What follows belongs to an exercise in optimizing a design on an open flow for small area; a production flow would make more cautious choices.
Only simulation tests tie the RTL to the original design; equivalence was not proved.
Power and IR drop assume default switching activity.

orange:
==> module register_file_lm_19101664, before the edit <==
module register_file_lm_19101664 #(
  parameter int DATA_W = regfile_pkg::DATA_W,
  parameter int NREGS  = regfile_pkg::NUM_REGS
) (
  input  logic                           clk,
  input  logic                           rst_n,
  input  logic [4:0]                     readReg1_num,
  input  logic [4:0]                     readReg2_num,
  input  logic [4:0]                     writeRegnum,
  input  logic [DATA_W-1:0]              writeData,
  input  logic                           regWrite,
  output logic [DATA_W-1:0]              readData1,
  output logic [DATA_W-1:0]              readData2
);
  if (NREGS != regfile_pkg::NUM_REGS) begin : g_bad_nregs
    $error("register_file_lm_19101664: NREGS must be 32");
  end
  localparam int N = regfile_pkg::NUM_REGS;
  logic [N-1:1][DATA_W-1:0] r_data;
  logic [N-1:1][DATA_W-1:0] w_next;
  logic [N-1:1]             r_valid;
  logic [N-1:1]             w_we;
  logic [N-1:1]             w_we_n;
  logic [N-1:1] w_we_dec_n;
  for (genvar i = 1; i < N; i++) begin : g_we
    assign w_we_dec_n[i] = !(regWrite && (writeRegnum == i));
    regfile_inv u_ld   (.i_a(w_we_dec_n[i]), .o_y(w_we[i]));
    regfile_inv u_hold (.i_a(w_we[i]),       .o_y(w_we_n[i]));
  end
  always_ff @(posedge clk or negedge rst_n) begin
    if (!rst_n) begin
      r_valid <= '0;
    end else begin
      r_valid <= r_valid | w_we;
    end
  end
  for (genvar i = 1; i < N; i++) begin : g_word
    regfile_hold #(.DATA_W(DATA_W)) u_hold (
      .i_ld   (w_we[i]),
      .i_hold (w_we_n[i]),
      .i_wd   (writeData),
      .i_q    (r_data[i]),
      .o_d    (w_next[i])
    );
  end
  always_ff @(posedge clk) begin
    r_data <= w_next;
  end
  regfile_read_port #(.DATA_W(DATA_W)) u_rd_port1 (
    .i_regs    (r_data),
    .i_valid   (r_valid),
    .i_rd_addr (readReg1_num),
    .o_rd_data (readData1)
  );
  regfile_read_port #(.DATA_W(DATA_W)) u_rd_port2 (
    .i_regs    (r_data),
    .i_valid   (r_valid),
    .i_rd_addr (readReg2_num),
    .o_rd_data (readData2)
  );
endmodule
==> module regfile_inv, before the edit <==
module regfile_inv (
  input  logic i_a,
  output logic o_y
);
  assign o_y = ~i_a;
endmodule
export LEC_CHECK = 0
export CAP_MARGIN = 10
export CORE_MARGIN = 2
export CORE_UTILIZATION = 50
export SLEW_MARGIN = 10
export SYNTH_HIERARCHICAL = 1
create_clock -name core_clock -period 8.0 [get_ports {clk}]
standard.sh (not shown) runs the stock make flow with config.mk's settings and CLKGATE_MAP_FILE= SYNTH_SCRIPT=/design/flow/synth_recipe.tcl, a recipe that flattens the netlist after the stock synthesis.
==> flow/flow/run.sh <==
#!/bin/bash
set -euo pipefail
W=$(pwd)
RES=$W/orfs/results/sky130hd/register_file_lm_19101664/base
ARGS=(
  "BUFFER_PORTS_ARGS=-buffer_cell sky130_fd_sc_hd__buf_1"
  "CTS_ARGS=-sink_clustering_enable -repair_clock_nets -buf_list sky130_fd_sc_hd__clkbuf_16 -dont_use_dummy_load -sink_clustering_size 25 -sink_clustering_max_diameter 100"
)
bash standard.sh synth > synth.log 2>&1
bash standard.sh "${ARGS[@]}" "$RES/3_3_place_gp.odb" > place_gp.log 2>&1
PLATFORM_DIR=$FLOW_HOME/platforms/sky130hd UPS_DB=$RES/3_3_place_gp.odb UPS_SDC=$RES/2_floorplan.sdc \
  openroad -no_init -exit flow/upsize.tcl > upsize.log 2>&1
bash standard.sh "${ARGS[@]}" finish > layout.log 2>&1
Other scripts of this flow, unchanged in this note and not shown: flow/flow/upsize.tcl
orange went all the way through the flow, and no timing, DRC or antenna check failed.
For red, these inputs were changed with respect to orange:
-- flow/design.v --
<<< orange, line 82
  logic [N-1:1]             w_we;
  logic [N-1:1]             w_we_n;
  logic [N-1:1] w_we_dec_n;
  for (genvar i = 1; i < N; i++) begin : g_we
    assign w_we_dec_n[i] = !(regWrite && (writeRegnum == i));
    regfile_inv u_ld   (.i_a(w_we_dec_n[i]), .o_y(w_we[i]));
    regfile_inv u_hold (.i_a(w_we[i]),       .o_y(w_we_n[i]));
  end
  always_ff @(posedge clk or negedge rst_n) begin
>>> red, line 82
  logic [N-1:1]             w_we;
  logic [N-1:1]             w_we_n;
  for (genvar i = 1; i < N; i++) begin : g_we
    assign w_we[i]   = regWrite && (writeRegnum == i);
    assign w_we_n[i] = !w_we[i];
  end
  always_ff @(posedge clk or negedge rst_n) begin
<<< orange, line 120
  );
endmodule
module regfile_inv (
  input  logic i_a,
  output logic o_y
);
  assign o_y = ~i_a;
endmodule
module regfile_hold #(
  parameter int DATA_W = 32
>>> red, line 118
  );
endmodule
module regfile_hold #(
  parameter int DATA_W = 32
### Flow results
Non-clock buffer count came out exactly the same in red and orange.
Area fraction in compound gates after synthesis in red vs orange: up 0.49 points
Against orange, red reports a number of antenna violations at the first check in global routing that is lower.
red and orange ended up with roughly the same net switching share of the total power.
On depth of the worst register-to-register path, red and orange are neck and neck.
Of red and orange, the run reporting the higher sequential share of layout area was orange.
From orange to red the numbers moved as follows: power closely matched the old numbers; final routed wirelength across all metal layers lost about 1.1%.

what the ideal ports hide:
No port has a modelled driver above. Below, the same layouts with a new extraction and two added sets of constraints. Step 1, drivers: a clkbuf_16 drives clk and a buf_2 each remaining input, both assumed. Step 2 adds t to the input delays and takes it off the output delays; t is the mean of the earliest and latest rising clock arrival at the registers after step 1. Input paths then give back, and output paths get back, about the clock's delay inside the block. a / b / c = ideal ports / drivers / drivers and shift; a / b = the first two.
run | shift t [ns] | slack for setup (ns) | worst setup path after step 2 | worst register clock-pin slew, ns | cell pins on the clock port's net
orange | 0.703 | 1.425 / 1.403 / 1.403 | input to output | 0.11 / 0.11 | 1
red | 0.699 | 1.494 / 1.462 / 1.462 | input to output | 0.11 / 0.11 | 1
After both steps setup and hold are still met in every run listed. The setup slack of red, which loses most, moves by -0.032 ns with the drivers and by -0.032 ns with both steps.
